Context: an optimization exercise on an open-source flow, tuned for small area, a short achievable clock period and few clock cycles per item. The choices shown serve that exercise and are no tape-out recipe.
Where RTL was checked, it was by simulation tests only, not by an equivalence proof against the original.
Only the layout flow was run in runs 3 to 6; the RTL was not checked for function there.
No activity file was given, so power comes from the tool's default toggle rates.

`design/flow/run.sh`:
```
#!/bin/bash
# synth_recipe.tcl (not shown) runs the flow's synth.tcl, then flattens the netlist and writes it again
# the make line also repeats each setting of config.mk as NAME=value (left out here)
make -C /OpenROAD-flow-scripts/flow DESIGN_CONFIG=/design/flow/config.mk WORK_HOME=/design/flow/orfs CLKGATE_MAP_FILE= SYNTH_SCRIPT=/design/flow/synth_recipe.tcl finish
```
`design/flow/config.mk`:
```
export PLATFORM = sky130hd
export DESIGN_NAME = indent_style_detector_core
export DESIGN_NICKNAME = indent_style_detector_core
export VERILOG_FILES = /design/flow/design.v
export SDC_FILE = /design/flow/constraint.sdc
export NUM_CORES = 4
export LEC_CHECK = 0
export ABC_CLOCK_PERIOD_IN_PS = 2500
export CAP_MARGIN = 20
export CORE_MARGIN = 2
export CORE_UTILIZATION = 40
export PLACE_DENSITY = 0.6
export SETUP_SLACK_MARGIN = 5.0
export SLEW_MARGIN = 20
```
`design/flow/constraint.sdc`:
```
create_clock -name core_clock -period 8.0 [get_ports {clk}]
set_input_delay 1.6000 -clock core_clock [delete_from_list [all_inputs] [get_ports {clk}]]
set_output_delay 1.6000 -clock core_clock [all_outputs]
set_load 0.01 [all_outputs]
```
`design/flow/design.v`:
```
package isd_pkg;
	localparam logic [7:0] CH_TAB   = 8'h09;
	localparam logic [7:0] CH_LF    = 8'h0A;
	localparam logic [7:0] CH_CR    = 8'h0D;
	localparam logic [7:0] CH_SPACE = 8'h20;
	localparam logic [7:0] CH_STAR  = 8'h2A;
	localparam logic [1:0] REG_MIN_INDENT = 2'd0;
	localparam logic [1:0] REG_MAX_INDENT = 2'd1;
	localparam logic [1:0] REG_MAX_LINES  = 2'd2;
	localparam logic [7:0]  MIN_INDENT_RST = 8'd2;
	localparam logic [7:0]  MAX_INDENT_RST = 8'd8;
	localparam logic [15:0] MAX_LINES_RST  = 16'd500;
	localparam logic [1:0] STYLE_UNKNOWN = 2'd0;
	localparam logic [1:0] STYLE_TABS    = 2'd1;
	localparam logic [1:0] STYLE_SPACES  = 2'd2;
	localparam logic [2:0] K_NONE  = 3'd0;   
	localparam logic [2:0] K_SPACE = 3'd1;
	localparam logic [2:0] K_TAB   = 3'd2;
	localparam logic [2:0] K_STAR  = 3'd3;
	localparam logic [2:0] K_TEXT  = 3'd4;   
	localparam logic [2:0] K_CRLF  = 3'd5;   
	typedef struct packed {
		logic       eol;
		logic [2:0] kind;
	} isd_word_t;
endpackage
module indent_style_detector_core (
	input  logic        clk,
	input  logic        arst_n,
	input  logic        in_valid,
	output logic        in_ready,
	input  logic [7:0]  text_byte,
	input  logic        has_byte,
	input  logic        end_of_line,
	output logic        out_valid,
	input  logic        out_ready,
	output logic        keep_going,
	output logic [1:0]  tab_style,
	output logic [7:0]  indent_size,
	output logic [31:0] lines_seen,
	input  logic        cfg_we,
	input  logic [1:0]  cfg_index,
	input  logic [15:0] cfg_data
);
	function automatic logic [15:0] sat_inc(input logic [15:0] v);
		sat_inc = (&v) ? v : v + 16'd1;
	endfunction
	logic [7:0]  min_indent_q;
	logic [7:0]  max_indent_q;
	logic [15:0] max_lines_q;
	logic [7:0]  in_range;    
	always_ff @(posedge clk or negedge arst_n) begin
		if (!arst_n) begin
			min_indent_q <= isd_pkg::MIN_INDENT_RST;
			max_indent_q <= isd_pkg::MAX_INDENT_RST;
			max_lines_q  <= isd_pkg::MAX_LINES_RST;
		end else if (cfg_we) begin
			case (cfg_index)
				isd_pkg::REG_MIN_INDENT: min_indent_q <= cfg_data[7:0];
				isd_pkg::REG_MAX_INDENT: max_indent_q <= cfg_data[7:0];
				isd_pkg::REG_MAX_LINES:  max_lines_q  <= cfg_data;
				default: ;
			endcase
		end
	end
	logic [8:0] win_span;    
	assign win_span = {1'b0, max_indent_q} - {1'b0, min_indent_q};
	always_comb begin
		for (int i = 0; i < 8; i++) begin
			in_range[i] = !win_span[8] && ((win_span[7:3] != 5'd0) || (win_span[2:0] >= 3'(i)));
		end
	end
	logic       rc_busy_q;
	logic [3:0] rc_idx_q;
	logic       rc_fin;
	assign rc_fin = rc_busy_q && rc_idx_q == 4'd9;
	logic out_valid_q;
	logic adv;
	assign adv = (!out_valid_q || out_ready) && !rc_busy_q;
	isd_pkg::isd_word_t in_word;
	isd_pkg::isd_word_t w0_q, w1_q;
	logic w0_v_q, w1_v_q;
	logic in_ready_q;
	logic acc, cons;
	logic w0_v_d, w1_v_d;
	always_comb begin
		in_word.eol = end_of_line;
		if (!has_byte) begin
			in_word.kind = isd_pkg::K_NONE;
		end else begin
			case (text_byte)
				isd_pkg::CH_SPACE: in_word.kind = isd_pkg::K_SPACE;
				isd_pkg::CH_TAB:   in_word.kind = isd_pkg::K_TAB;
				isd_pkg::CH_STAR:  in_word.kind = isd_pkg::K_STAR;
				isd_pkg::CH_CR,
				isd_pkg::CH_LF:    in_word.kind = isd_pkg::K_CRLF;
				default:           in_word.kind = isd_pkg::K_TEXT;
			endcase
		end
	end
	logic        pend_q;    
	logic        clr_q;     
	logic        run_q, tab_q, skip_q, cont_q, spnz_q;
	logic [15:0] sp_q;
	logic        run_b, tab_b, skip_b, cont_b, spnz_b;
	logic [15:0] sp_b;
	logic        run_d, tab_d, skip_d, cont_d, spnz_d;
	logic [15:0] sp_d;
	assign acc  = in_valid && in_ready_q;
	assign cons = w0_v_q && (!pend_q || adv);
	always_comb begin
		if (cons) begin
			w0_v_d = w1_v_q || acc;
			w1_v_d = w1_v_q && acc;
		end else begin
			w0_v_d = w0_v_q || acc;
			w1_v_d = w1_v_q || (w0_v_q && acc);
		end
	end
	always_ff @(posedge clk or negedge arst_n) begin
		if (!arst_n) begin
			w0_v_q     <= 1'b0;
			w1_v_q     <= 1'b0;
			in_ready_q <= 1'b1;
		end else begin
			w0_v_q     <= w0_v_d;
			w1_v_q     <= w1_v_d;
			in_ready_q <= !(w0_v_d && w1_v_d);
		end
	end
	always_ff @(posedge clk) begin
		if (cons ? (w1_v_q || acc) : (!w0_v_q && acc)) begin
			w0_q <= (cons && w1_v_q) ? w1_q : in_word;
		end
		if (acc && (cons ? w1_v_q : w0_v_q)) begin
			w1_q <= in_word;
		end
	end
	assign in_ready = in_ready_q;
	always_comb begin
		run_b  = clr_q || run_q;
		tab_b  = !clr_q && tab_q;
		skip_b = !clr_q && skip_q;
		cont_b = !clr_q && cont_q;
		spnz_b = !clr_q && spnz_q;
		sp_b   = clr_q ? 16'd0 : sp_q;
		run_d  = run_b;
		tab_d  = tab_b;
		skip_d = skip_b;
		cont_d = cont_b || (w0_q.kind != isd_pkg::K_NONE && w0_q.kind != isd_pkg::K_CRLF);
		spnz_d = spnz_b;
		sp_d   = sp_b;
		if (run_b) begin
			if (w0_q.kind == isd_pkg::K_TAB) begin
				tab_d = 1'b1;
				if (spnz_b) begin
					skip_d = 1'b1;
					run_d  = 1'b0;
				end
			end
			if (w0_q.kind == isd_pkg::K_SPACE) begin
				sp_d   = sat_inc(sp_b);
				spnz_d = 1'b1;
				if (tab_b) begin
					skip_d = 1'b1;
					run_d  = 1'b0;
				end
			end
			if (w0_q.kind == isd_pkg::K_STAR) begin
				skip_d = 1'b1;
				run_d  = 1'b0;
			end
			if (w0_q.kind == isd_pkg::K_TEXT || w0_q.kind == isd_pkg::K_CRLF) begin
				run_d = 1'b0;
			end
		end
	end
	always_ff @(posedge clk or negedge arst_n) begin
		if (!arst_n) begin
			pend_q <= 1'b0;
			clr_q  <= 1'b1;
		end else begin
			if (cons) begin
				pend_q <= w0_q.eol;
				clr_q  <= w0_q.eol;
			end else if (adv) begin
				pend_q <= 1'b0;
			end
		end
	end
	always_ff @(posedge clk) begin
		if (cons) begin
			run_q  <= run_d;
			tab_q  <= tab_d;
			skip_q <= skip_d;
			cont_q <= cont_d;
			spnz_q <= spnz_d;
			sp_q   <= sp_d;
		end
	end
	logic [15:0] prev_q;
	logic [2:0]  bin;
	logic        hit;
	logic        s2_fire;
	logic        s3_v_q, s3_tabl_q, s3_spl_q, s3_hit_q;
	logic [2:0]  s3_bin_q;
	assign s2_fire = adv && pend_q;
	logic [16:0] d_up;
	logic [8:0]  e_up;
	logic [9:0]  e_dn;
	logic        win_up, win_dn;
	always_comb begin
		d_up   = {1'b0, sp_q} - {1'b0, prev_q};
		e_up   = {1'b0, d_up[7:0]} - {1'b0, min_indent_q};
		e_dn   = {2'b0, ~d_up[7:0]} + 10'd1 - {2'b0, min_indent_q};
		win_up = (d_up[15:8] == 8'd0) && !e_up[8] && (e_up[7:3] == 5'd0) && in_range[e_up[2:0]];
		win_dn = (d_up[15:8] == 8'hFF) && (e_dn[9:3] == 7'd0) && in_range[e_dn[2:0]];
		bin    = d_up[16] ? e_dn[2:0] : e_up[2:0];
		hit    = !skip_q && !tab_q && cont_q && (d_up[16] ? win_dn : win_up);
	end
	always_ff @(posedge clk or negedge arst_n) begin
		if (!arst_n) begin
			prev_q <= 16'd0;
			s3_v_q <= 1'b0;
		end else if (adv) begin
			s3_v_q <= pend_q;
			if (pend_q && !skip_q && !tab_q && cont_q) begin
				prev_q <= sp_q;
			end
		end
	end
	always_ff @(posedge clk) begin
		if (s2_fire) begin
			s3_tabl_q <= !skip_q && tab_q;
			s3_spl_q  <= !skip_q && !tab_q && spnz_q;
			s3_hit_q  <= hit;
			s3_bin_q  <= bin;
		end
	end
	logic [15:0] hist_q [8];
	logic [7:0]  hist_v_q;
	logic [2:0]  rd_idx;
	logic [15:0] rd_val;
	logic [15:0] bump_val;
	logic [15:0] rd_q;
	logic        s4_v_q, s4_tabl_q, s4_spl_q, s4_hit_q;
	logic [2:0]  s4_bin_q;
	logic        rcb_v_q;        
	logic [2:0]  rcb_idx_q;
	logic        s3_fire, s4_fire;
	assign s3_fire  = adv && s3_v_q;
	assign s4_fire  = adv && s4_v_q;
	assign rd_idx   = rc_busy_q ? rc_idx_q[2:0] : s3_bin_q;
	assign bump_val = sat_inc(rd_q);
	assign rd_val   = (s4_fire && s4_hit_q && s4_bin_q == rd_idx) ? bump_val
		: hist_v_q[rd_idx] ? hist_q[rd_idx] : 16'd0;
	always_ff @(posedge clk or negedge arst_n) begin
		if (!arst_n) begin
			s4_v_q  <= 1'b0;
			rcb_v_q <= 1'b0;
		end else begin
			if (adv) begin
				s4_v_q <= s3_v_q;
			end
			rcb_v_q <= !cfg_we && rc_busy_q && !rc_idx_q[3];
		end
	end
	always_ff @(posedge clk) begin
		if (s3_fire || rc_busy_q) begin
			rd_q <= rd_val;
		end
		if (s3_fire) begin
			s4_tabl_q <= s3_tabl_q;
			s4_spl_q  <= s3_spl_q;
			s4_hit_q  <= s3_hit_q;
			s4_bin_q  <= s3_bin_q;
		end
		rcb_idx_q <= rc_idx_q[2:0];
	end
	always_ff @(posedge clk) begin
		if (s4_fire && s4_hit_q) begin
			hist_q[s4_bin_q] <= bump_val;
		end
	end
	logic [15:0] line_total_q, tab_total_q, space_total_q;
	logic [12:0] th_floor_q;    
	logic [3:0]  th_rem_q;      
	logic [15:0] max_q;         
	logic [2:0]  max_idx_q;     
	logic        qual_q;        
	logic        th_inc, th_sat, fl_inc;
	logic [12:0] floor_inc;
	logic        max_inc, idx_take;
	logic [15:0] line_nx, tab_inc, space_inc;
	logic [15:0] max_m1;
	logic [7:0]  ind_bin, ind_cur;
	logic [1:0]  style_nx;
	logic        qual_nx;
	logic [2:0]  idx_nx;
	logic        rc_take;
	logic        keep_going_q;
	logic [1:0]  tab_style_q;
	logic [7:0]  indent_size_q;
	assign th_inc    = s4_tabl_q || s4_hit_q;
	assign th_sat    = (th_floor_q == 13'd6553) && (th_rem_q == 4'd5);
	assign fl_inc    = th_inc && !th_sat && (th_rem_q == 4'd9);
	assign floor_inc = th_floor_q + 13'd1;
	assign max_m1    = max_q - 16'd1;
	assign max_inc   = s4_hit_q && (rd_q == max_q) && !(&max_q);
	assign idx_take  = max_inc || (s4_hit_q && (rd_q == max_m1) && (s4_bin_q < max_idx_q));
	assign idx_nx    = idx_take ? s4_bin_q : max_idx_q;
	assign ind_bin   = min_indent_q + {5'd0, s4_bin_q};
	assign ind_cur   = min_indent_q + {5'd0, max_idx_q};
	assign line_nx   = sat_inc(line_total_q);
	assign tab_inc   = sat_inc(tab_total_q);
	assign space_inc = sat_inc(space_total_q);
	always_comb begin
		qual_nx = qual_q;
		if (max_inc && !fl_inc) begin
			qual_nx = qual_q || (max_q == {3'd0, th_floor_q});
		end else if (!max_inc && fl_inc) begin
			qual_nx = qual_q && (max_q != {3'd0, floor_inc});
		end
	end
	always_comb begin
		style_nx = tab_style_q;
		if (s4_tabl_q && !(&tab_total_q)) begin
			if (tab_style_q == isd_pkg::STYLE_SPACES) begin
				style_nx = (tab_inc == space_total_q) ? isd_pkg::STYLE_UNKNOWN : isd_pkg::STYLE_SPACES;
			end else begin
				style_nx = isd_pkg::STYLE_TABS;
			end
		end else if (s4_spl_q && !(&space_total_q)) begin
			if (tab_style_q == isd_pkg::STYLE_TABS) begin
				style_nx = (space_inc == tab_total_q) ? isd_pkg::STYLE_UNKNOWN : isd_pkg::STYLE_TABS;
			end else begin
				style_nx = isd_pkg::STYLE_SPACES;
			end
		end
	end
	assign rc_take = rcb_v_q && in_range[rcb_idx_q] && (rd_q > max_q);
	always_ff @(posedge clk or negedge arst_n) begin
		if (!arst_n) begin
			line_total_q  <= 16'd0;
			tab_total_q   <= 16'd0;
			space_total_q <= 16'd0;
			th_floor_q    <= 13'd0;
			th_rem_q      <= 4'd0;
			hist_v_q      <= 8'd0;
			max_q         <= 16'd0;
			qual_q        <= 1'b0;
			keep_going_q  <= 1'b1;
			tab_style_q   <= isd_pkg::STYLE_UNKNOWN;
			rc_busy_q     <= 1'b0;
			rc_idx_q      <= 4'd0;
		end else if (cfg_we) begin
			rc_busy_q <= 1'b1;
			rc_idx_q  <= 4'd0;
			max_q     <= 16'd0;
		end else if (rc_busy_q) begin
			rc_idx_q <= rc_idx_q + 4'd1;
			if (rc_take) begin
				max_q <= rd_q;
			end
			if (rc_fin) begin
				rc_busy_q     <= 1'b0;
				qual_q        <= max_q > {3'd0, th_floor_q};
				keep_going_q  <= line_total_q < max_lines_q;
			end
		end else if (s4_fire) begin
			line_total_q  <= line_nx;
			if (s4_tabl_q) begin
				tab_total_q <= tab_inc;
			end
			if (s4_spl_q) begin
				space_total_q <= space_inc;
			end
			if (th_inc && !th_sat) begin
				if (th_rem_q == 4'd9) begin
					th_rem_q   <= 4'd0;
					th_floor_q <= floor_inc;
				end else begin
					th_rem_q <= th_rem_q + 4'd1;
				end
			end
			if (s4_hit_q) begin
				hist_v_q[s4_bin_q] <= 1'b1;
			end
			if (max_inc) begin
				max_q <= max_q + 16'd1;
			end
			qual_q        <= qual_nx;
			keep_going_q  <= keep_going_q && (line_nx != max_lines_q);
			tab_style_q   <= style_nx;
		end
	end
	always_ff @(posedge clk) begin
		if (!cfg_we && rc_busy_q) begin
			if (rc_take) begin
				max_idx_q <= rcb_idx_q;
			end
			if (rc_fin) begin
				indent_size_q <= (max_q > {3'd0, th_floor_q}) ? ind_cur : 8'd0;
			end
		end else if (!cfg_we && s4_fire) begin
			max_idx_q     <= idx_nx;
			indent_size_q <= !qual_nx ? 8'd0 : idx_take ? ind_bin : ind_cur;
		end
	end
	always_ff @(posedge clk or negedge arst_n) begin
		if (!arst_n) begin
			out_valid_q <= 1'b0;
		end else if (adv) begin
			out_valid_q <= s4_v_q;
		end
	end
	assign out_valid   = out_valid_q;
	assign keep_going  = keep_going_q;
	assign tab_style   = tab_style_q;
	assign indent_size = indent_size_q;
	assign lines_seen  = {16'd0, line_total_q};
endmodule
```
==> results of run 1 <==
[where the power goes]
part / leakage (nW) / internal (W) / switching, W
registers: 3.89 / 0.00199 / 0.0000661
logic: 6.27 / 0.000399 / 0.000444
clock network: 0.710 / 0.00119 / 0.000824
total: 10.9 / 0.00358 / 0.00133
[metrics by stage]
stage / power [W] / setup slack, ns
6_report: 0.00491 / 4.11
5_1_grt: 0.00512 / 3.92
4_1_cts: 0.00487 / 4.04
3_5_place_dp: 0.00276 / 3.39
3_3_place_gp: 0.00274 / 3.48
2_1_floorplan: 0.00257 / 4.36
[cells in the final DEF, fill, tap and decap left out, types with 16 or more instances in the layout]
cell type and n:
mux2_2 70, a21oi_1 82, nand2_1 187, ha_1 89
ha_4 23, clkbuf_16 42, mux4_2 34, dfrtp_2 36
xor2_1 60, o21ai_0 56, buf_4 121, dfrtp_1 108
clkdlybuf4s50_1 24, nor2_1 117, conb_1 16, inv_1 98
and3_1 28, nor2b_1 20, nand4_1 42, xnor2_1 123
nor3_1 37, nand2b_1 21, nand3_1 52, a21o_1 28
buf_6 18, inv_2 16, edfxtp_1 196, dlygate4sd2_1 27
[cell type report]
class | instances | area [µm²]
flip-flops and latches | 354 | 9880
repair buffers | 206 | 1840
multi-input cells | 1469 | 12200
inverters | 119 | 463
clock buffers | 51 | 1130
clock inverters | 27 | 327
well taps | 688 | 861
fillers | 4604 | 26200
[final timing paths]
path,startpoint,end,cells past startpoint
max reg2reg,sp_q[0]$_DFFE_PP_,s3_hit_q$_DFFE_PP_,17
max in group asynchronous,arst_n,line_total_q[6]$_DFFE_PN0P_,2
min reg2reg,s3_spl_q$_DFFE_PP_,s4_spl_q$_DFFE_PP_,0
max,sp_q[0]$_DFFE_PP_,s3_hit_q$_DFFE_PP_,17
min,s3_spl_q$_DFFE_PP_,s4_spl_q$_DFFE_PP_,0
min in group asynchronous,arst_n,max_q[4]$_DFFE_PN0P_,1
[cell families (layout without fill, tap and decap cells)]
logic type,count (synthesis),in the layout,share of synthesized area [%]
mux,123,123,8.13
xor+xnor,194,194,7.98
fa+ha+maj,125,125,7.48
buf+inv,210,403,4.17
flops,354,354,45.8
other cells,1,16,0.0174
compound gates,353,353,10.9
simple gates,657,658,15.5
[state kept, by name (all words and copies together) (netlist names), 2 cells and up]
signal / flops
max_q: 16
hist_q: 128
w1_q: 4
tab_total_q: 16
s4_bin_q: 3
rcb_idx_q: 3
rc_idx_q: 4
space_total_q: 16
th_rem_q: 4
max_idx_q: 3
w0_q: 4
indent_size_q: 8
th_floor_q: 13
hist_v_q: 8
prev_q: 16
sp_q: 16
max_indent_q: 8
max_lines_q: 16
min_indent_q: 8
tab_style_q: 2
s3_bin_q: 3
rd_q: 16
line_total_q: 16
[repair_timing]
action | CTS | global route
gates cloned | 3 | 0
hold buffers | 0 | 0
pin swaps | 46 | 67
buffers inserted | 99 | 33
gates resized for setup | 179 | 98
setup endpoints to repair | 382 | 102
[cell usage after synthesis, types with 7 or more instances]
cell      number
nor3_1        45
mux4_2        34
o21ai_0       63
ha_1         114
a21o_1        28
nor2b_1       24
buf_4         18
inv_1        119
nor3b_1        9
a22oi_1       20
o32ai_1       13
nand3b_1       9
fa_1           7
buf_2         26
mux2i_1       17
and3_1        30
a21oi_1       96
a211oi_1      15
edfxtp_1     196
nand4_1       42
dfstp_2       11
xnor2_1      128
dfrtp_1      144
nor4_1        17
o21a_1        16
o211ai_1       9
a31oi_1       13
or2_2         11
xor2_1        65
and2_1        10
and4_1        10
mux2_2        72
clkbuf_1      41
nand2b_1      23
nor2_1       131
nand2_1      194
nand3_1       56
or3_1         13
[routing by layer]
metal | up-vias | share of wire [%]
met2 | 439 | 47
met5 | - | 0
met4 | 0 | 3.3
li1 | 7676 | -
met3 | 120 | 4.9
met1 | 7959 | 44
==> results.sh, run 1 <==
export IMPL_synth_edf_count=196
export IMPL_peakVddDrop_mv=0.164
export IMPL_clock_latency_ns=0.59
export IMPL_synth_top_area_share_pct=27.4
export IMPL_busiest_layer="met2"
export IMPL_max_stage_delay_ns=0.58
export IMPL_dieArea_um2=55600
export IMPL_required_ns=8.43
export IMPL_antennaDiodeCount=0
export IMPL_drc_errors=0
export IMPL_fp_dieW_um=236
export IMPL_firstDrtPassIters=5
export IMPL_placed_area_um2=23200
export IMPL_rsz0062_at_grt="true"
export IMPL_seq_area_frac_synth_pct=45.8
export IMPL_power_density_nw_per_um2=184
export IMPL_drt_initial_drc_count=1296
export IMPL_finalNonFillerCells=2914
export IMPL_io_pins=78
export IMPL_outcome="timing/DRC/antenna clean"
export IMPL_synth_area_leaders="edfxtp_1, dfrtp_1, ha_1"
export IMPL_cp_num_buf_inv=3
export IMPL_worstHoldPathType="flip-flop to flip-flop"
export IMPL_portBuffers=61
export IMPL_final_util_pct=50.5
export IMPL_cts_tree="done"
export IMPL_tightest_slew_ns=0.932
export IMPL_async_flop_share_pct=43.8
export IMPL_wl_per_cell_um=19.0
export IMPL_fmax_mhz=257
export IMPL_syn_inst=2017
export IMPL_cp_top_family="adder cells"
export IMPL_grtUsageTotal_pct=19.7
export IMPL_area_growth_pct=24.3
export IMPL_crit_arrival_ns=4.32
export IMPL_cts_buffer_depth=3
export IMPL_setup_viol=0
export IMPL_dp_hpwl_um=37500
export IMPL_antenna_left=0
export IMPL_nNetsFinal=2346
export IMPL_grt_max_degree=93
export IMPL_yosys_most_used_dff="edfxtp_1"
export IMPL_whs_ns=0.422
export IMPL_cp_end_kind="flip-flop"
export IMPL_syn_avg_cell_area_um2=10.7
export IMPL_yosysWarnings=1
export IMPL_cp_start_kind="flip-flop"
export IMPL_clk_pin_slew_ns=0.06
export IMPL_final_area_um2=26700
export IMPL_dieHeight_um=236
export IMPL_met1_usage_pct=26.9
export IMPL_tns_ns=0
export IMPL_min_period_ns=3.89
export IMPL_synth_area_um2=21500
export IMPL_cts_root_buf="clkbuf_16"
export IMPL_slew_violations=0
export IMPL_slew_headroom_pct=37.9
export IMPL_finalCritPeriodShare_pct=48.6
export IMPL_cts_sinks=354
export IMPL_hold_viol_final=0
export IMPL_fin_skew_ns=0.0512
export IMPL_via_per_inst=5.56
export IMPL_rows=84
export IMPL_use_met3_pct=2.49
export IMPL_p_leak_nw=10.9
export IMPL_initial_core_util_pct=40.7
export IMPL_wirelength_um=55300
export IMPL_grt_overflow=0
export IMPL_cp_max_fo=3
export IMPL_core_um2=52900
export IMPL_drive_gt1_share_pct=26.5
export IMPL_cp_cell_sequence="inv_2, ha_4, fa_2, inv_2, ha_4, ha_4, inv_2, fa_2, nor2b_4, o21ai_4, a21oi_4, a21oi_2, or3_4, a2111oi_4, o2111ai_2, nor4_2, a32o_2"
export IMPL_grt_pass1_vias=16290
export IMPL_crit_type="flip-flop to flip-flop"
export IMPL_globalplace_congestion=0.877
export IMPL_regToRegSetupSlack_ns=4.11
export IMPL_htreeDepth=2
export IMPL_use_met2_pct=32.2
export IMPL_antenna_found_initial=1
export IMPL_synth_top_area_cell="edfxtp_1"
export IMPL_yosysUniqueCellTypes=94
export IMPL_vias=16194
export IMPL_max_cap_violations=0
export IMPL_grt_pass1_wl_um=88700
export IMPL_synth_seq_cells=354
export IMPL_slowest_stage="fa_2"
export IMPL_dpl_cell_count=2701
export IMPL_numCtsBuffers=42
Testbench counts, summed over its fixed seeds: cycles 171,843, lines 9,600.
==> run 2: changes to the inputs <==
--- a/design/flow/config.mk
+++ b/design/flow/config.mk
@@ -6,9 +6,9 @@
 export NUM_CORES = 4
 export LEC_CHECK = 0
-export ABC_CLOCK_PERIOD_IN_PS = 2500
+export ABC_CLOCK_PERIOD_IN_PS = 3000
 export CAP_MARGIN = 20
 export CORE_MARGIN = 2
 export CORE_UTILIZATION = 40
 export PLACE_DENSITY = 0.6
-export SETUP_SLACK_MARGIN = 5.0
+export SETUP_SLACK_MARGIN = 4.5
 export SLEW_MARGIN = 20
==> run 2 against run 1 <==
- core utilization shrank 2.5 points
- non-clock buffer count shrank 38
- clock-buffer cell count grew 2
- setup slack gained 0.025 ns
- fmax grew 0.66%
- sequential share of layout area grew 1.8 points
- sequential power is essentially flat
- sequential cell count is the same
- register-to-register slack gained 0.03 ns
- cell count shrank 1.3%
- clock skew shrank 0.029 ns
- largest cell class unchanged
- highest routed layer unchanged
==> results.sh, run 2 <==
export IMPL_max_cap_violations=0
export IMPL_synth_area_um2=21500
export IMPL_antenna_left=0
export IMPL_htreeDepth=2
export IMPL_nNetsFinal=2307
export IMPL_required_ns=8.45
export IMPL_fillers=4674
export IMPL_outcome="timing/DRC/antenna clean"
export IMPL_worstReg2RegEnd="s3_hit_q$_DFFE_PP_"
export IMPL_yosys_most_used_dff="edfxtp_1"
export IMPL_yosysUniqueCellTypes=94
export IMPL_vias=15965
export IMPL_tns_ns=0
export IMPL_min_period_ns=3.86
export IMPL_fin_skew_ns=0.0223
export IMPL_yosysWarnings=1
export IMPL_layout_commonest_cell="edfxtp_1"
export IMPL_final_util_pct=48.1
export IMPL_power_switching_w=0.00128
export IMPL_cp_end_kind="flip-flop"
export IMPL_antennaDiodeCount=0
export IMPL_cts_root_buf="clkbuf_16"
export IMPL_synth_top_area_share_pct=27.4
export IMPL_grt_max_degree=58
export IMPL_final_area_um2=25400
export IMPL_globalplace_congestion=0.865
export IMPL_hp_start="s3_spl_q$_DFFE_PP_"
export IMPL_multi_input_area_um2=11300
export IMPL_grtUsageTotal_pct=19.0
export IMPL_grt_pass1_vias=15614
export IMPL_antenna_found_initial=0
export IMPL_finalCritPeriodShare_pct=48.3
export IMPL_tightest_slew_ns=0.990
export IMPL_sequentialPowerShare_pct=43.1
export IMPL_cts_hold_fix_buffers=0
export IMPL_grt_overflow=0
export IMPL_grt_pass1_wl_um=85100
export IMPL_cts_sinks=354
export IMPL_netSwitchingFraction_pct=26.8
export IMPL_core_um2=52900
export IMPL_syn_avg_cell_area_um2=10.7
export IMPL_setup_viol=0
export IMPL_slew_headroom_pct=33.5
export IMPL_wl_per_cell_um=18.5
export IMPL_synth_area_leaders="edfxtp_1, dfrtp_1, ha_1"
export IMPL_largest_register_ffs=128
export IMPL_r2r_cells=17
export IMPL_clk_pin_slew_ns=0.06
export IMPL_final_cell_mix="edfxtp_1, nand2_1, dfrtp_1, nor2_1, xnor2_1"
export IMPL_r2r_start="sp_q[0]$_DFFE_PP_"
export IMPL_io_pins=78
export IMPL_peakVddDrop_mv=0.132
export IMPL_area_growth_pct=18.2
export IMPL_drc_errors=0
export IMPL_synth_most_common_cell="edfxtp_1"
export IMPL_seq_area_frac_synth_pct=45.8
export IMPL_crit_type="flip-flop to flip-flop"
export IMPL_power_density_nw_per_um2=188
export IMPL_drt_initial_drc_count=1233
export IMPL_placed_area_um2=22800
export IMPL_regToRegSetupSlack_ns=4.14
export IMPL_slew_violations=0
export IMPL_portBuffers=61
export IMPL_fp_dieW_um=236
export IMPL_numCtsBuffers=42
export IMPL_regArea_um2=9860
export IMPL_regMostFlops="hist_q"
export IMPL_dieHeight_um=236
export IMPL_via_per_inst=5.55
export IMPL_cp_start_kind="flip-flop"
export IMPL_cp_max_fo=2
export IMPL_hold_viol_final=0
export IMPL_fmax_mhz=259
export IMPL_synth_edf_count=196
export IMPL_synth_top_area_cell="edfxtp_1"
export IMPL_cts_buffer_depth=3
export IMPL_dp_hpwl_um=37300
export IMPL_syn_inst=2017
export IMPL_dieArea_um2=55600
export IMPL_clock_latency_ns=0.59
export IMPL_crit_start="sp_q[0]$_DFFE_PP_"
export IMPL_p_clk_share_pct=41.1
export IMPL_firstDrtPassIters=6
export IMPL_wirelength_um=53200
export IMPL_rsz0062_at_grt="true"
export IMPL_setup_worst_path_end="s3_hit_q$_DFFE_PP_"
export IMPL_drive_gt1_share_pct=19.2
export IMPL_power_frac_comb_pct=15.8
export IMPL_p_leak_nw=10.3
export IMPL_whs_ns=0.414
export IMPL_total_power_w=0.00476
export IMPL_p_int_w=0.00349
export IMPL_ys_top_cells_by_count="edfxtp_1, nand2_1, dfrtp_1"
export IMPL_async_flop_share_pct=43.8
export IMPL_crit_arrival_ns=4.31
export IMPL_worstHoldPathType="flip-flop to flip-flop"
export IMPL_rows=84
export IMPL_cts_tree="done"
export IMPL_synth_seq_cells=354
export IMPL_initial_core_util_pct=40.7
run 2: changes by cell type in the layout (fill, tap and decap cells not counted), sizes merged, moves of 2 or more:
cell,before,now
clkinvlp,6,1
dlymetal6s2s,5,1
clkdlybuf4s15,2,0
dlygate4sd2,27,0
clkinv,16,18
clkdlybuf4s50,24,59
buf,146,108
inv,119,121
run 2: power by group through the flow:
stage | Sequential (W) | Combinational [W] | Clock (W)
floorplan | 0.00206 | 0.000497 | 0
global placement | 0.00209 | 0.000632 | 0
detailed placement | 0.00209 | 0.000650 | 0
CTS | 0.00206 | 0.000695 | 0.00201
global route | 0.00207 | 0.000839 | 0.00208
finish | 0.00206 | 0.000751 | 0.00196
run 2: kinds of logic (layout without fill, tap and decap cells):
group	count (synthesis)	count (layout)	synth area share (%)
adder cells (fa/ha/maj)	125	125	7.48
buffers and inverters	210	365	4.17
flip-flops	354	354	45.8
other	1	16	0.0174
AO/OA/AOI/OAI	353	353	10.9
multiplexers	123	123	8.13
AND/OR/NAND/NOR	657	657	15.5
XOR/XNOR	194	194	7.98
run 2: final cells by class:
cell class,instances,area share (%)
clock inverters,25,1.14
multi-input cells,1468,44.6
repair buffers,168,5.79
flip-flops and latches,354,38.8
well taps,688,3.39
clock buffers,53,4.46
inverters,119,1.76
run 2: per-layer routing:
layer / GRT usage, % / vias to the layer above / part of all wire [%]
li1: - / 7610 / -
met1: 25.9 / 7853 / 45
met2: 30.4 / 398 / 47
met3: 2.80 / 104 / 4.5
met4: 7.28 / 0 / 3.3
met5: 0 / - / 0
run 2: through the flow:
stage,setup WS [ns],instances
after detailed placement,3.24,2704
after global placement,3.20,2704
after CTS,3.97,2814
final,4.14,2875
after global routing,3.94,2875
after floorplan,4.36,2032
run 2: worst max-delay path, stage by stage (launching register included):
cell and delay, ns:
edfxtp_1 0.37, inv_2 0.07, ha_4 0.16, fa_2 0.59, inv_2 0.07, ha_4 0.27, ha_4 0.13, inv_2 0.04
fa_2 0.36, nor2b_4 0.14, o21ai_2 0.07, a21oi_2 0.15, a21oi_1 0.09, or3_4 0.38, a2111oi_4 0.31, o2111ai_2 0.17
nor4_2 0.18, a32o_2 0.16
run 2: worst min-delay path by stage:
stage,depth (start not counted),slack [ns],endpoint
6_report,0,0.41,s4_spl_q$_DFFE_PP_
5_1_grt,0,0.43,s4_spl_q$_DFFE_PP_
4_1_cts,0,0.42,s4_spl_q$_DFFE_PP_
3_5_place_dp,0,0.41,s4_spl_q$_DFFE_PP_
3_3_place_gp,0,0.42,s4_spl_q$_DFFE_PP_
2_1_floorplan,0,0.40,s4_hit_q$_DFFE_PP_
run 2: timing repair:
item / CTS / global route
gates resized for setup: 57 / 56
setup buffers: 32 / 61
pin swaps: 27 / 35
setup endpoints to repair: 219 / 138
==> run 3: changes to the inputs <==
--- a/design/flow/design.v
+++ b/design/flow/design.v
@@ -207,31 +207,53 @@
 	assign s2_fire = adv && pend_q;
 	logic [16:0] d_up;
+	logic        s2b_v_q, s2b_neg_q, s2b_hiz_q, s2b_hio_q, s2b_cls_q, s2b_tabl_q, s2b_spl_q;
+	logic [7:0]  s2b_dlo_q;
+	assign d_up = {1'b0, sp_q} - {1'b0, prev_q};
+	always_ff @(posedge clk or negedge arst_n) begin
+		if (!arst_n) begin
+			prev_q  <= 16'd0;
+			s2b_v_q <= 1'b0;
+		end else if (adv) begin
+			s2b_v_q <= pend_q;
+			if (pend_q && !skip_q && !tab_q && cont_q) begin
+				prev_q <= sp_q;
+			end
+		end
+	end
+	always_ff @(posedge clk) begin
+		if (s2_fire) begin
+			s2b_neg_q  <= d_up[16];
+			s2b_hiz_q  <= d_up[15:8] == 8'd0;
+			s2b_hio_q  <= d_up[15:8] == 8'hFF;
+			s2b_dlo_q  <= d_up[7:0];
+			s2b_cls_q  <= !skip_q && !tab_q && cont_q;
+			s2b_tabl_q <= !skip_q && tab_q;
+			s2b_spl_q  <= !skip_q && !tab_q && spnz_q;
+		end
+	end
 	logic [8:0]  e_up;
 	logic [9:0]  e_dn;
 	logic        win_up, win_dn;
+	logic        s2b_fire;
+	assign s2b_fire = adv && s2b_v_q;
 	always_comb begin
-		d_up   = {1'b0, sp_q} - {1'b0, prev_q};
-		e_up   = {1'b0, d_up[7:0]} - {1'b0, min_indent_q};
-		e_dn   = {2'b0, ~d_up[7:0]} + 10'd1 - {2'b0, min_indent_q};
-		win_up = (d_up[15:8] == 8'd0) && !e_up[8] && (e_up[7:3] == 5'd0) && in_range[e_up[2:0]];
-		win_dn = (d_up[15:8] == 8'hFF) && (e_dn[9:3] == 7'd0) && in_range[e_dn[2:0]];
-		bin    = d_up[16] ? e_dn[2:0] : e_up[2:0];
-		hit    = !skip_q && !tab_q && cont_q && (d_up[16] ? win_dn : win_up);
+		e_up   = {1'b0, s2b_dlo_q} - {1'b0, min_indent_q};
+		e_dn   = {2'b0, ~s2b_dlo_q} + 10'd1 - {2'b0, min_indent_q};
+		win_up = s2b_hiz_q && !e_up[8] && (e_up[7:3] == 5'd0) && in_range[e_up[2:0]];
+		win_dn = s2b_hio_q && (e_dn[9:3] == 7'd0) && in_range[e_dn[2:0]];
+		bin    = s2b_neg_q ? e_dn[2:0] : e_up[2:0];
+		hit    = s2b_cls_q && (s2b_neg_q ? win_dn : win_up);
 	end
 	always_ff @(posedge clk or negedge arst_n) begin
 		if (!arst_n) begin
-			prev_q <= 16'd0;
 			s3_v_q <= 1'b0;
 		end else if (adv) begin
-			s3_v_q <= pend_q;
-			if (pend_q && !skip_q && !tab_q && cont_q) begin
-				prev_q <= sp_q;
-			end
+			s3_v_q <= s2b_v_q;
 		end
 	end
 	always_ff @(posedge clk) begin
-		if (s2_fire) begin
-			s3_tabl_q <= !skip_q && tab_q;
-			s3_spl_q  <= !skip_q && !tab_q && spnz_q;
+		if (s2b_fire) begin
+			s3_tabl_q <= s2b_tabl_q;
+			s3_spl_q  <= s2b_spl_q;
 			s3_hit_q  <= hit;
 			s3_bin_q  <= bin;
==> run 3 against run 2 <==
- clock-buffer cell count rose by 3
- hold slack improved by 0.0038 ns
- core utilization fell by 1.7 points
- still clean
==> results.sh, run 3 <==
export IMPL_clock_latency_ns=0.59
export IMPL_crit_arrival_ns=3.72
export IMPL_nNetsFinal=2255
export IMPL_cts_sinks=369
export IMPL_regMostFlops="hist_q"
export IMPL_portBuffers=61
export IMPL_initial_core_util_pct=40.5
export IMPL_cp_cell_sequence="clkdlybuf4s50_1, buf_4, nor2_4, nand3_1, o21ai_1"
export IMPL_cp_start_kind="input port"
export IMPL_tns_ns=0
export IMPL_required_ns=8.21
export IMPL_crit_type="input port to flip-flop"
export IMPL_syn_avg_cell_area_um2=10.8
export IMPL_synth_edf_count=210
export IMPL_dp_hpwl_um=36500
export IMPL_largest_register_ffs=128
export IMPL_max_stage_delay_ns=0.68
export IMPL_cts_root_buf="clkbuf_16"
export IMPL_synth_seq_cells=369
export IMPL_layout_commonest_cell="edfxtp_1"
export IMPL_drive_gt1_share_pct=13.3
export IMPL_antenna_found_initial=1
export IMPL_yosys_most_used_dff="edfxtp_1"
export IMPL_vias=15862
export IMPL_worstHoldPathType="flip-flop to flip-flop"
export IMPL_syn_inst=2023
export IMPL_final_cell_mix="edfxtp_1, nand2_1, dfrtp_1, nor2_1, inv_1"
export IMPL_globalplace_congestion=0.897
export IMPL_max_cap_violations=0
export IMPL_synth_top_area_share_pct=28.9
export IMPL_peakVddDrop_mv=0.128
export IMPL_rows=85
export IMPL_fin_skew_ns=0.0178
export IMPL_io_pins=78
export IMPL_via_per_inst=5.60
export IMPL_fmax_mhz=285
export IMPL_slew_headroom_pct=36.0
export IMPL_antenna_left=0
export IMPL_rsz0062_at_grt="true"
export IMPL_async_flop_share_pct=42.3
export IMPL_grt_max_degree=99
export IMPL_outcome="timing/DRC/antenna clean"
export IMPL_grt_overflow=0
export IMPL_power_density_nw_per_um2=186
export IMPL_synth_most_common_cell="edfxtp_1"
export IMPL_core_um2=53900
export IMPL_p_leak_nw=9.89
export IMPL_min_period_ns=3.50
export IMPL_whs_ns=0.417
export IMPL_area_growth_pct=14.4
export IMPL_crit_start="cfg_we"
export IMPL_fillers=4873
export IMPL_r2r_cells=13
export IMPL_cp_max_fo=17
export IMPL_yosysWarnings=1
export IMPL_cts_hold_fix_buffers=0
export IMPL_drt_initial_drc_count=1158
export IMPL_regToRegSetupSlack_ns=4.59
export IMPL_clk_pin_slew_ns=0.06
export IMPL_grt_pass1_wl_um=84300
export IMPL_setup_worst_path_end="indent_size_q[5]$_DFFE_PP_"
export IMPL_firstDrtPassIters=5
export IMPL_hold_viol_final=0
export IMPL_setup_viol=0
export IMPL_dieHeight_um=238
export IMPL_cts_buffer_depth=3
export IMPL_grtUsageTotal_pct=18.5
export IMPL_wl_per_cell_um=18.2
export IMPL_seq_area_frac_synth_pct=47.1
export IMPL_tightest_slew_ns=0.957
export IMPL_ys_top_cells_by_count="edfxtp_1, nand2_1, dfrtp_1"
export IMPL_r2r_start="max_q[1]$_DFFE_PN0P_"
export IMPL_worstReg2RegEnd="indent_size_q[6]$_DFFE_PP_"
export IMPL_synth_area_um2=21800
export IMPL_wirelength_um=51600
export IMPL_cts_tree="done"
export IMPL_slew_violations=0
export IMPL_fp_dieW_um=238
export IMPL_drc_errors=0
export IMPL_numCtsBuffers=42
export IMPL_yosysUniqueCellTypes=88
export IMPL_htreeDepth=2
export IMPL_synth_top_area_cell="edfxtp_1"
export IMPL_cp_end_kind="flip-flop"
export IMPL_grt_pass1_vias=15855
export IMPL_finalCritPeriodShare_pct=43.8
export IMPL_synth_area_leaders="edfxtp_1, dfrtp_1, ha_1"
export IMPL_slowest_stage="o21ai_1"
export IMPL_dieArea_um2=56500
-- run 3: cell types whose count changed after synthesis, moves of 13 or more --
cell,change
nand2_1,-45
o21ai_0,+31
a21oi_1,-30
mux2i_1,+22
buf_2,-21
xnor2_1,-21
nand3_1,+20
clkbuf_1,+17
edfxtp_1,+14
nor2b_1,+14
o31ai_1,+13
-- run 3: stage by stage --
stage | setup slack (ns) | std cells | util [%] | area, µm² | power [W]
after CTS | 4.51 | 2814 | 45.9 | 24700 | 0.00469
final | 4.50 | 2832 | 46.3 | 25000 | 0.00465
after detailed placement | 2.94 | 2724 | 43.0 | 23200 | 0.00275
after global placement | 2.86 | 2723 | 42.9 | 23200 | 0.00272
after global routing | 4.42 | 2832 | 46.3 | 25000 | 0.00486
after floorplan | 4.39 | 2038 | - | 21900 | 0.00258
-- run 3: metal layers --
metal  up-vias  share of wire, %  GRT usage (%)
li1       7575                 -              -
met4         0               2.8           6.23
met1      7847                46           24.9
met5         -                 0              0
met3       100               4.0           2.74
met2       340                48           30.5
-- run 3: cells by family (layout without fill, tap and decap cells) --
logic type	count (synthesis)	count (layout)	synth area share (%)
AO/OA/AOI/OAI	369	369	11.2
multiplexers	135	135	8.49
flip-flops	369	369	47.1
AND/OR/NAND/NOR	642	642	15.0
XOR/XNOR	174	174	6.98
adder cells (fa/ha/maj)	124	124	7.31
other	1	17	0.0172
buffers and inverters	209	306	3.95
-- run 3: report_power, final --
group	internal [W]	switching [W]	total (W)
logic	0.000273	0.000320	0.000594
registers	0.00207	0.0000638	0.00213
clock network	0.00111	0.000809	0.00192
-- run 3: area by class of cell --
class	instances	area (µm²)	share of cell area [%]
diodes	1	2.50	0.0100
clock buffers	56	1140	4.58
clock inverters	22	223	0.892
inverters	120	459	1.84
multi-input cells	1460	11000	44.0
flip-flops and latches	369	10300	41.2
well taps	696	871	3.49
repair buffers	108	1000	4.01
-- run 3: repair_timing --
| item | 4_1_cts | 5_1_grt |
|---|---|---|
| setup buffers | 12 | 17 |
| gates resized for setup | 24 | 29 |
| pin swaps | 6 | 12 |
| setup endpoints to repair | 287 | 31 |
| gates cloned | 0 | 0 |
-- run 3: how the worst min path moves through the flow --
stage,start,slack [ns],end,cells past startpoint
after global routing,s2b_tabl_q$_DFFE_PP_,0.43,s3_tabl_q$_DFFE_PP_,0
after global placement,s2b_tabl_q$_DFFE_PP_,0.40,s3_tabl_q$_DFFE_PP_,0
after floorplan,s2b_spl_q$_DFFE_PP_,0.40,s3_spl_q$_DFFE_PP_,0
after CTS,s2b_spl_q$_DFFE_PP_,0.42,s3_spl_q$_DFFE_PP_,0
after detailed placement,s2b_spl_q$_DFFE_PP_,0.41,s3_spl_q$_DFFE_PP_,0
final,s2b_spl_q$_DFFE_PP_,0.42,s3_spl_q$_DFFE_PP_,0
-- run 3: worst max-delay path: cells and delay by family --
family / cells / cell delay, ns
and+or+nand+nor: 2 / 0.78
AOI/OAI and AO/OA: 1 / 0.68
buffers and inverters: 2 / 0.65
==> run 4: changes to the inputs <==
--- a/design/flow/config.mk
+++ b/design/flow/config.mk
@@ -9,6 +9,6 @@
 export CAP_MARGIN = 20
 export CORE_MARGIN = 2
-export CORE_UTILIZATION = 40
-export PLACE_DENSITY = 0.6
-export SETUP_SLACK_MARGIN = 4.5
+export CORE_UTILIZATION = 55
+export PLACE_DENSITY = 0.7
+export SETUP_SLACK_MARGIN = 4.7
 export SLEW_MARGIN = 20
==> run 4 against run 3 <==
- sequential share of layout area fell by 0.46 points
- setup slack improved by 0.15 ns
- register-to-register slack improved by 0.05 ns
- global-route usage rose by 6.0 points
- total power rose by 0.27%
- area after synthesis did not move
- critical path depth rose by 7
- first-iteration DRC count fell by 15%
- core utilization rose by 19 points
- highest routed layer unchanged
==> results.sh, run 4 <==
export IMPL_outcome="timing/DRC/antenna clean"
export IMPL_fillers=2964
export IMPL_dieHeight_um=203
export IMPL_worstReg2RegEnd="indent_size_q[6]$_DFFE_PP_"
export IMPL_cts_tree="done"
export IMPL_rsz0062_at_grt="true"
export IMPL_yosysUniqueCellTypes=88
export IMPL_worstHoldPathType="flip-flop to flip-flop"
export IMPL_synth_area_um2=21800
export IMPL_synth_area_leaders="edfxtp_1, dfrtp_1, ha_1"
export IMPL_clock_latency_ns=0.57
export IMPL_cp_cell_sequence="inv_4, ha_4, nor4b_4, and4_1, a211oi_1, or3b_1, a221o_1, o31ai_4, buf_6, mux2_4, a222oi_1, nand2_1"
export IMPL_seq_area_frac_synth_pct=47.1
export IMPL_required_ns=8.29
export IMPL_tightest_slew_ns=1.05
export IMPL_grt_pass1_wl_um=81300
export IMPL_clk_pin_slew_ns=0.06
export IMPL_synth_xor_area_share_pct=6.98
export IMPL_area_growth_pct=15.9
export IMPL_layout_commonest_cell="edfxtp_1"
export IMPL_r2r_start="max_q[0]$_DFFE_PN0P_"
export IMPL_io_pins=78
export IMPL_cts_root_buf="clkbuf_16"
export IMPL_core_um2=38900
export IMPL_cp_end_kind="flip-flop"
export IMPL_hold_viol_final=0
export IMPL_synth_simple_area_share_pct=15.0
export IMPL_grt_overflow=0
export IMPL_cp_start_kind="flip-flop"
export IMPL_whs_endpoint="s3_spl_q$_DFFE_PP_"
export IMPL_synth_top_area_cell="edfxtp_1"
export IMPL_hp_start="s2b_spl_q$_DFFE_PP_"
export IMPL_slowest_stage="dfrtp_2"
export IMPL_synth_seq_cells=369
export IMPL_nNetsFinal=2270
export IMPL_final_cell_mix="edfxtp_1, nand2_1, nor2_1, dfrtp_1, inv_1"
export IMPL_yosysWarnings=1
export IMPL_antenna_left=0
export IMPL_setup_viol=0
export IMPL_wl_per_cell_um=19.1
export IMPL_rows=72
export IMPL_grtUsageTotal_pct=24.4
export IMPL_r2r_cells=12
export IMPL_final_util_pct=65.0
export IMPL_fp_dieW_um=203
export IMPL_ys_top_cells_by_count="edfxtp_1, nand2_1, dfrtp_1"
export IMPL_drc_errors=0
export IMPL_peakVddDrop_mv=0.124
export IMPL_synth_top_family_by_area="simple AND/OR/NAND/NOR gates"
export IMPL_cts_sinks=369
export IMPL_syn_avg_cell_area_um2=10.8
export IMPL_tns_ns=0
export IMPL_power_density_nw_per_um2=184
export IMPL_synth_top_area_share_pct=28.9
export IMPL_crit_arrival_ns=3.65
export IMPL_grt_max_degree=80
export IMPL_numCtsBuffers=41
export IMPL_firstDrtPassIters=5
export IMPL_dieArea_um2=41300
export IMPL_yosys_most_used_dff="edfxtp_1"
export IMPL_multi_input_area_um2=11200
export IMPL_synth_most_common_cell="edfxtp_1"
export IMPL_slew_headroom_pct=28.8
export IMPL_grt_pass1_vias=15633
export IMPL_pre_cts_ws_ns=3.05
export IMPL_holdPathStages=0
export IMPL_via_per_inst=6.03
export IMPL_portBuffers=61
export IMPL_cts_buffer_depth=3
export IMPL_initial_core_util_pct=56.1
export IMPL_max_stage_delay_ns=0.43
export IMPL_fin_skew_ns=0.0175
export IMPL_regToRegSetupSlack_ns=4.64
export IMPL_cp_top_family="simple AND/OR/NAND/NOR gates"
export IMPL_final_area_um2=25300
export IMPL_synth_adder_area_share_pct=7.31
export IMPL_yosys_mux_area_fraction_pct=8.49
export IMPL_fmax_mhz=298
export IMPL_crit_type="flip-flop to flip-flop"
export IMPL_async_flop_share_pct=42.3
export IMPL_placed_area_um2=22900
export IMPL_synth_edf_count=210
export IMPL_min_period_ns=3.36
export IMPL_cp_num_buf_inv=2
export IMPL_wirelength_um=50800
export IMPL_regArea_um2=10300
export IMPL_setup_slack_ns=4.64
export IMPL_globalplace_congestion=0.910
export IMPL_cp_max_fo=4
export IMPL_p_leak_nw=10.0
export IMPL_syn_inst=2023
export IMPL_cts_hold_fix_buffers=0
export IMPL_dp_hpwl_um=34500
export IMPL_drt_initial_drc_count=980
export IMPL_finalCritPeriodShare_pct=42.0
export IMPL_synth_compound_area_share_pct=11.2
export IMPL_antenna_found_initial=0
export IMPL_slew_violations=0
export IMPL_largest_register_ffs=128
export IMPL_antennaDiodeCount=0
export IMPL_htreeDepth=2
export IMPL_drive_gt1_share_pct=16.7
export IMPL_max_cap_violations=0
export IMPL_vias=16087
export IMPL_regMostFlops="hist_q"
## run 4: cell families (layout without fill, tap and decap cells)
family,Yosys count,in the layout
fa+ha+maj,124,124
buf+inv,209,317
mux,135,135
flops,369,369
compound gates,369,370
xor+xnor,174,174
other cells,1,16
simple gates,642,643
## run 4: worst max-delay path by stage
stage	from	end	depth (start not counted)
after floorplan	cfg_we	space_total_q[15]$_DFFE_PN0P_	8
after global placement	cfg_we	th_floor_q[5]$_DFFE_PN0P_	8
after detailed placement	cfg_we	th_floor_q[6]$_DFFE_PN0P_	8
after CTS	cfg_we	space_total_q[15]$_DFFE_PN0P_	7
after global routing	max_q[0]$_DFFE_PN0P_	indent_size_q[6]$_DFFE_PP_	12
final	max_q[0]$_DFFE_PN0P_	indent_size_q[6]$_DFFE_PP_	12
## run 4: layout make-up
| cell class | instances | share of cell area, % |
|---|---|---|
| Multi-Input combinational cell | 1462 | 44.3 |
| Sequential cell | 369 | 40.8 |
| Timing Repair Buffer | 122 | 5.15 |
| Clock buffer | 49 | 4.42 |
| Tap cell | 518 | 2.56 |
| Inverter | 120 | 1.80 |
| Clock inverter | 26 | 1.00 |
## run 4: routing by layer
layer  wire, µm  part of all wire, %  GRT usage (%)  vias up
li1           -                    -              -     7613
met1      22100                   43           32.9     7907
met2      24800                   49           41.3      481
met3       2770                  5.4           3.29       86
met4       1220                  2.4           7.30        0
met5          0                    0              0        -
## run 4: where the power goes
part	internal (W)	switching, W
sequential	0.00207	0.0000635
clock	0.00111	0.000802
combinational	0.000282	0.000331
total	0.00346	0.00120
## run 4: repair_timing
action	CTS	global route
buffers inserted	29	20
pin swaps	23	16
cloned	1	3
gates resized for setup	59	63
endpoints found under the setup margin	290	117
## run 4: stage by stage
step,total power [W],hold WS [ns],std cells
2_1_floorplan,0.00258,0.400,2038
5_1_grt,0.00485,0.439,2666
3_3_place_gp,0.00271,0.402,2537
3_5_place_dp,0.00274,0.405,2537
4_1_cts,0.00468,0.425,2642
6_report,0.00466,0.425,2666
==> run 5: changes to the inputs <==
--- a/design/flow/design.v
+++ b/design/flow/design.v
@@ -76,6 +76,10 @@
 	assign rc_fin = rc_busy_q && rc_idx_q == 4'd9;
 	logic out_valid_q;
-	logic adv;
-	assign adv = (!out_valid_q || out_ready) && !rc_busy_q;
+	logic out_free;    
+	logic s2_go;       
+	logic s2_fire;
+	assign out_free = !out_valid_q || out_ready;
+	assign s2_go    = pend_q && !rc_busy_q;
+	assign s2_fire  = s2_go && out_free;
 	isd_pkg::isd_word_t in_word;
 	isd_pkg::isd_word_t w0_q, w1_q;
@@ -108,5 +112,5 @@
 	logic [15:0] sp_d;
 	assign acc  = in_valid && in_ready_q;
-	assign cons = w0_v_q && (!pend_q || adv);
+	assign cons = w0_v_q && (!pend_q || s2_fire);
 	always_comb begin
 		if (cons) begin
@@ -184,5 +188,5 @@
 				pend_q <= w0_q.eol;
 				clr_q  <= w0_q.eol;
-			end else if (adv) begin
+			end else if (s2_fire) begin
 				pend_q <= 1'b0;
 			end
@@ -202,8 +206,6 @@
 	logic [2:0]  bin;
 	logic        hit;
-	logic        s2_fire;
 	logic        s3_v_q, s3_tabl_q, s3_spl_q, s3_hit_q;
 	logic [2:0]  s3_bin_q;
-	assign s2_fire = adv && pend_q;
 	logic [16:0] d_up;
 	logic        s2b_v_q, s2b_neg_q, s2b_hiz_q, s2b_hio_q, s2b_cls_q, s2b_tabl_q, s2b_spl_q;
@@ -214,7 +216,7 @@
 			prev_q  <= 16'd0;
 			s2b_v_q <= 1'b0;
-		end else if (adv) begin
-			s2b_v_q <= pend_q;
-			if (pend_q && !skip_q && !tab_q && cont_q) begin
+		end else if (out_free) begin
+			s2b_v_q <= s2_go;
+			if (s2_go && !skip_q && !tab_q && cont_q) begin
 				prev_q <= sp_q;
 			end
@@ -236,5 +238,5 @@
 	logic        win_up, win_dn;
 	logic        s2b_fire;
-	assign s2b_fire = adv && s2b_v_q;
+	assign s2b_fire = out_free && s2b_v_q;
 	always_comb begin
 		e_up   = {1'b0, s2b_dlo_q} - {1'b0, min_indent_q};
@@ -248,5 +250,5 @@
 		if (!arst_n) begin
 			s3_v_q <= 1'b0;
-		end else if (adv) begin
+		end else if (out_free) begin
 			s3_v_q <= s2b_v_q;
 		end
@@ -271,6 +273,6 @@
 	logic [2:0]  rcb_idx_q;
 	logic        s3_fire, s4_fire;
-	assign s3_fire  = adv && s3_v_q;
-	assign s4_fire  = adv && s4_v_q;
+	assign s3_fire  = out_free && s3_v_q;
+	assign s4_fire  = out_free && s4_v_q;
 	assign rd_idx   = rc_busy_q ? rc_idx_q[2:0] : s3_bin_q;
 	assign bump_val = sat_inc(rd_q);
@@ -282,5 +284,5 @@
 			rcb_v_q <= 1'b0;
 		end else begin
-			if (adv) begin
+			if (out_free) begin
 				s4_v_q <= s3_v_q;
 			end
@@ -433,5 +435,5 @@
 		if (!arst_n) begin
 			out_valid_q <= 1'b0;
-		end else if (adv) begin
+		end else if (out_free) begin
 			out_valid_q <= s4_v_q;
 		end
==> run 5 against run 4 <==
- first-iteration DRC count up 9.4%
- critical path type unchanged
- sequential power about the same
- still clean on timing, DRC and antenna
- clock-buffer cell count rose by 16
- synthesized cell count barely moved
- fmax is 0.12% higher
==> results.sh, run 5 <==
export IMPL_tns_ns=0
export IMPL_core_um2=39500
export IMPL_hold_viol_final=0
export IMPL_cp_max_fo=8
export IMPL_final_cell_mix="edfxtp_1, nand2_1, nor2_1, xnor2_1, dfrtp_1"
export IMPL_htreeDepth=2
export IMPL_portBuffers=61
export IMPL_wirelength_um=52000
export IMPL_multi_input_area_um2=11300
export IMPL_finalCritPeriodShare_pct=41.9
export IMPL_vias=15967
export IMPL_layout_commonest_cell="edfxtp_1"
export IMPL_cts_tree="done"
export IMPL_initial_core_util_pct=55.4
export IMPL_yosysWarnings=1
export IMPL_io_pins=78
export IMPL_power_density_nw_per_um2=184
export IMPL_min_period_ns=3.35
export IMPL_synth_area_leaders="edfxtp_1, dfrtp_1, ha_1"
export IMPL_async_flop_share_pct=42.3
export IMPL_required_ns=8.32
export IMPL_fillers=3128
export IMPL_outcome="timing/DRC/antenna clean"
export IMPL_whs_ns=0.418
export IMPL_cp_end_kind="flip-flop"
export IMPL_cp_start_kind="flip-flop"
export IMPL_clock_latency_ns=0.58
export IMPL_fmax_mhz=298
export IMPL_cts_sinks=369
export IMPL_regArea_um2=10300
export IMPL_nNetsFinal=2276
export IMPL_antennaDiodeCount=0
export IMPL_synth_area_um2=21800
export IMPL_worstHoldPathType="flip-flop to flip-flop"
export IMPL_fp_dieW_um=203
export IMPL_max_cap_violations=0
export IMPL_peakVddDrop_mv=0.171
export IMPL_regMostFlops="hist_q"
export IMPL_grt_pass1_vias=15633
export IMPL_clk_pin_slew_ns=0.06
export IMPL_dieArea_um2=41300
export IMPL_crit_arrival_ns=3.67
export IMPL_slew_headroom_pct=34.4
export IMPL_ys_top_cells_by_count="edfxtp_1, nand2_1, dfrtp_1"
export IMPL_seq_area_frac_synth_pct=47.1
export IMPL_met1_usage_pct=34.4
export IMPL_syn_avg_cell_area_um2=10.8
export IMPL_setup_viol=0
export IMPL_tightest_slew_ns=0.985
export IMPL_area_growth_pct=15.8
export IMPL_rsz0062_at_grt="true"
export IMPL_grt_pass1_wl_um=82700
export IMPL_drc_errors=0
export IMPL_dp_hpwl_um=35300
export IMPL_via_per_inst=5.96
export IMPL_synth_top_area_share_pct=28.9
export IMPL_numCtsBuffers=42
export IMPL_antenna_left=0
export IMPL_wl_per_cell_um=19.4
export IMPL_fin_skew_ns=0.0145
export IMPL_firstDrtPassIters=7
export IMPL_dieHeight_um=203
export IMPL_cts_hold_fix_buffers=0
export IMPL_globalplace_congestion=0.873
export IMPL_largest_register_ffs=128
export IMPL_grt_max_degree=97
export IMPL_synth_seq_cells=369
export IMPL_slew_violations=0
export IMPL_yosys_most_used_dff="edfxtp_1"
export IMPL_cts_buffer_depth=3
export IMPL_use_met3_pct=4.43
export IMPL_busiest_layer="met2"
export IMPL_synth_top_area_cell="edfxtp_1"
export IMPL_yosysUniqueCellTypes=90
export IMPL_antenna_found_initial=0
export IMPL_use_met2_pct=41.2
export IMPL_crit_type="flip-flop to flip-flop"
export IMPL_dpl_cell_count=2547
export IMPL_rows=73
export IMPL_drive_gt1_share_pct=17.5
export IMPL_syn_inst=2022
export IMPL_placed_area_um2=22900
export IMPL_grt_overflow=0
export IMPL_p_leak_nw=9.83
export IMPL_grtUsageTotal_pct=25.1
export IMPL_synth_edf_count=210
export IMPL_drt_initial_drc_count=1072
export IMPL_finalNonFillerCells=2681
export IMPL_synth_most_common_cell="edfxtp_1"
export IMPL_cts_root_buf="clkbuf_16"
export IMPL_final_area_um2=25300
run 5: cell count changes in the layout (fill, tap and decap cells not counted), moves of 11 or more:
cell	before	now
a21oi_1	63	84
buf_12	13	1
buf_4	40	68
clkbuf_1	5	16
nand3_1	70	84
nor2b_1	35	24
o21ai_0	90	77
run 5: cell families after synthesis:
family	synth area share [%]
adders and majority gates	7.31
and+or+nand+nor	14.9
buffers and inverters	4.24
AOI/OAI and AO/OA	10.9
muxes	8.14
DFF	47.1
other	0.0172
xor gates and xnor gates	7.42
run 5: per-stage QoR:
| step | setup WS (ns) | utilization [%] | total power, W |
|---|---|---|---|
| finish | 4.65 | 64.1 | 0.00464 |
| global route | 4.53 | 64.1 | 0.00482 |
| CTS | 4.62 | 62.7 | 0.00466 |
| detailed placement | 3.10 | 58.1 | 0.00266 |
| global placement | 3.18 | 58.1 | 0.00264 |
| floorplan | 4.68 | - | 0.00252 |
run 5: worst max-delay path: stages, from the launching register on:
cell	delay [ns]
dfrtp_2	0.51
inv_4	0.06
or4_4	0.55
or3_4	0.36
o211a_4	0.26
o41a_1	0.46
o21a_1	0.27
a21bo_4	0.27
a221oi_2	0.25
a21oi_1	0.08
run 5: final timing paths:
| kind | depth (start not counted) | from | slack, ns | to |
|---|---|---|---|---|
| max | 9 | max_q[5]$_DFFE_PN0P_ | 4.65 | indent_size_q[6]$_DFFE_PP_ |
| min | 0 | s2b_spl_q$_DFFE_PP_ | 0.42 | s3_spl_q$_DFFE_PP_ |
| max reg2reg | 9 | max_q[5]$_DFFE_PN0P_ | 4.65 | indent_size_q[6]$_DFFE_PP_ |
| min reg2reg | 0 | s2b_spl_q$_DFFE_PP_ | 0.42 | s3_spl_q$_DFFE_PP_ |
| max in group asynchronous | 2 | arst_n | 5.47 | space_total_q[1]$_DFFE_PN0P_ |
| min in group asynchronous | 1 | arst_n | 1.14 | max_lines_q[11]$_DFFE_PN0P_ |
run 5: power by group:
group          switching (W)  total, W  leakage, nW  internal [W]
registers          0.0000587   0.00212         3.78       0.00207
logic               0.000296  0.000537         5.36      0.000241
clock network       0.000800   0.00198        0.693       0.00118
total                0.00116   0.00464         9.83       0.00349
run 5: cell type report:
| cell class | count | share of cell area, % |
|---|---|---|
| clock inverter | 13 | 0.856 |
| timing repair inverter | 1 | 0.0297 |
| inverter | 115 | 1.76 |
| multi-input combinational | 1460 | 44.5 |
| timing repair buffer | 133 | 4.66 |
| sequential | 369 | 40.8 |
| tap | 525 | 2.60 |
| clock buffer | 65 | 4.77 |
run 5: what timing repair did:
item,in CTS,in global routing
gates cloned,1,1
setup endpoints to repair,112,146
gates resized for setup,65,65
pin swaps,12,25
setup buffers,20,34
run 5: routing by layer:
layer  routed length (µm)  up-vias
met4                 1300        0
met1                23000     7828
met2                24700      437
met5                    0        -
met3                 2970       98
li1                     -     7604
==> run 6: changes to the inputs <==
--- a/design/flow/config.mk
+++ b/design/flow/config.mk
@@ -6,5 +6,5 @@
 export NUM_CORES = 4
 export LEC_CHECK = 0
-export ABC_CLOCK_PERIOD_IN_PS = 3000
+export ABC_AREA = 1
 export CAP_MARGIN = 20
 export CORE_MARGIN = 2
==> run 6 against run 5 <==
- fmax is 2.7% higher
- total power increased by 30%
- sequential cell count unchanged
- routed wire length increased by 8.2%
- clock power is 6% higher
- hold slack improved by 0.0084 ns
- first-iteration DRC count up 54%
- combinational power rose to 2.8 times the previous value
- cell count up 25%
- synthesized cell count rose by 35%
- critical path depth fell by 8
- setup slack improved by 0.089 ns
- critical path type is now flip-flop to output pin
- critical endpoint is now lines_seen[15]
- largest power group unchanged
==> results.sh, run 6 <==
export IMPL_synth_seq_cells=369
export IMPL_rsz0062_at_grt="false"
export IMPL_synth_area_leaders="edfxtp_1, dfrtp_1, nand2_1"
export IMPL_portBuffers=61
export IMPL_min_period_ns=3.26
export IMPL_rows=74
export IMPL_crit_start="line_total_q[15]$_DFFE_PN0P_"
export IMPL_synth_top_area_cell="edfxtp_1"
export IMPL_synth_area_um2=22500
export IMPL_vias=18684
export IMPL_globalplace_congestion=0.938
export IMPL_clock_latency_ns=0.58
export IMPL_cp_end_kind="output pin"
export IMPL_worstHoldPathType="flip-flop to flip-flop"
export IMPL_via_per_inst=5.57
export IMPL_hold_viol_final=0
export IMPL_antenna_found_initial=0
export IMPL_async_flop_share_pct=42.3
export IMPL_whs_endpoint="s4_hit_q$_DFFE_PP_"
export IMPL_cts_hold_fix_buffers=0
export IMPL_clk_pin_slew_ns=0.06
export IMPL_drive_gt1_share_pct=6.49
export IMPL_r2r_start="min_indent_q[1]$_DFFE_PN1P_"
export IMPL_largest_register_ffs=128
export IMPL_synth_edf_count=210
export IMPL_crit_arrival_ns=1.66
export IMPL_wirelength_um=56200
export IMPL_tightest_slew_ns=1.12
export IMPL_tns_ns=0
export IMPL_dieHeight_um=206
export IMPL_cp_max_fo=5
export IMPL_slew_violations=0
export IMPL_cts_tree="done"
export IMPL_yosys_most_used_dff="edfxtp_1"
export IMPL_layout_commonest_cell="nand2_1"
export IMPL_fmax_mhz=306
export IMPL_initial_core_util_pct=55.4
export IMPL_firstDrtPassIters=6
export IMPL_grt_overflow=0
export IMPL_cts_sinks=369
export IMPL_nNetsFinal=2942
export IMPL_numCtsBuffers=42
export IMPL_synth_most_common_cell="nand2_1"
export IMPL_core_um2=40600
export IMPL_fp_dieW_um=206
export IMPL_drt_initial_drc_count=1652
export IMPL_antennaDiodeCount=0
export IMPL_worstReg2RegEnd="s3_hit_q$_DFFE_PP_"
export IMPL_cp_num_buf_inv=1
export IMPL_regMostFlops="hist_q"
export IMPL_grt_pass1_wl_um=90400
export IMPL_setup_viol=0
export IMPL_syn_avg_cell_area_um2=8.24
export IMPL_required_ns=6.40
export IMPL_outcome="timing/DRC/antenna clean"
export IMPL_cp_cell_sequence="clkdlybuf4s50_1"
export IMPL_hp_start="s3_hit_q$_DFFE_PP_"
export IMPL_peakVddDrop_mv=0.222
export IMPL_p_leak_nw=11.1
export IMPL_yosysWarnings=1
export IMPL_finalCritPeriodShare_pct=40.8
export IMPL_dp_hpwl_um=39400
export IMPL_holdPathStages=0
export IMPL_io_pins=78
export IMPL_fin_skew_ns=0.0254
export IMPL_dpl_cell_count=3256
export IMPL_slew_headroom_pct=24.4
export IMPL_grt_max_degree=66
export IMPL_antenna_left=0
export IMPL_grt_pass1_vias=17902
export IMPL_max_stage_delay_ns=0.60
==> run 6: layer usage <==
| layer | vias up | global-route usage [%] | share of wire (%) |
|---|---|---|---|
| met3 | 104 | 3.64 | 5.3 |
| met4 | 0 | 8.72 | 2.5 |
| met1 | 8854 | 36.8 | 46 |
| met2 | 542 | 43.6 | 46 |
| li1 | 9184 | - | - |
| met5 | - | 0 | 0 |
==> run 6: worst max-delay path by stage <==
stage,depth (start not counted),end,slack (ns)
final,1,lines_seen[15],4.74
after global routing,11,th_rem_q[3]$_DFFE_PN0P_,4.69
after global placement,8,space_total_q[2]$_DFFE_PN0P_,2.53
after CTS,7,clr_q$_DFFE_PN1P_,4.59
after floorplan,6,hist_q[0][0]$_DFFE_PP_,4.79
after detailed placement,7,space_total_q[8]$_DFFE_PN0P_,2.30
==> run 6: timing repair <==
action | CTS | global route
pin swaps | 2 | 2
resized for setup | 17 | 23
setup endpoints to repair | 170 | 121
gates cloned | 3 | 2
buffers inserted | 9 | 6
==> run 6: cells by family after synthesis <==
group                    Yosys count  synth area share (%)
AND/OR/NAND/NOR                 1254                  23.4
buffers and inverters            416                  7.60
AO/OA/AOI/OAI                    427                  11.0
other                              1                0.0167
XOR/XNOR                         136                  5.30
flip-flops                       369                  45.8
adder cells (fa/ha/maj)          121                  6.97
==> run 6: worst reg2reg max path, delay by kind of cell (launching register included) <==
family                   cells  cell delay (ns)
buffers and inverters        1             0.12
adder cells (fa/ha/maj)      3             1.00
AND/OR/NAND/NOR              7             0.90
AO/OA/AOI/OAI                3             0.40
flip-flops                   1             0.55
==> run 6: power by group <==
part / switching, W / leakage (nW) / internal (W) / total, W
Sequential: 0.000191 / 3.84 / 0.00224 / 0.00243
Clock: 0.000795 / 0.736 / 0.00131 / 0.00210
Combinational: 0.000970 / 6.50 / 0.000537 / 0.00151
==> run 6: final cells by class <==
class,instances,area [µm²]
Clock buffer,53,1140
Inverter,324,1230
Timing Repair inverter,2,12.5
Multi-Input combinational cell,1956,10700
Sequential cell,369,10300
Tap cell,532,666
Fill cell,3444,15300
Clock inverter,23,360
Timing Repair Buffer,93,875
==> run 6: per-stage QoR <==
step	util (%)	worst slack [ns]	hold WS, ns	power, W	area (µm²)
6_report	62.2	4.74	0.427	0.00604	25200
5_1_grt	62.2	4.69	0.437	0.00638	25200
4_1_cts	61.9	4.59	0.425	0.00604	25100
3_5_place_dp	57.8	2.30	0.407	0.00392	23400
3_3_place_gp	57.8	2.53	0.404	0.00387	23400
2_1_floorplan	-	4.79	0.400	0.00353	22500
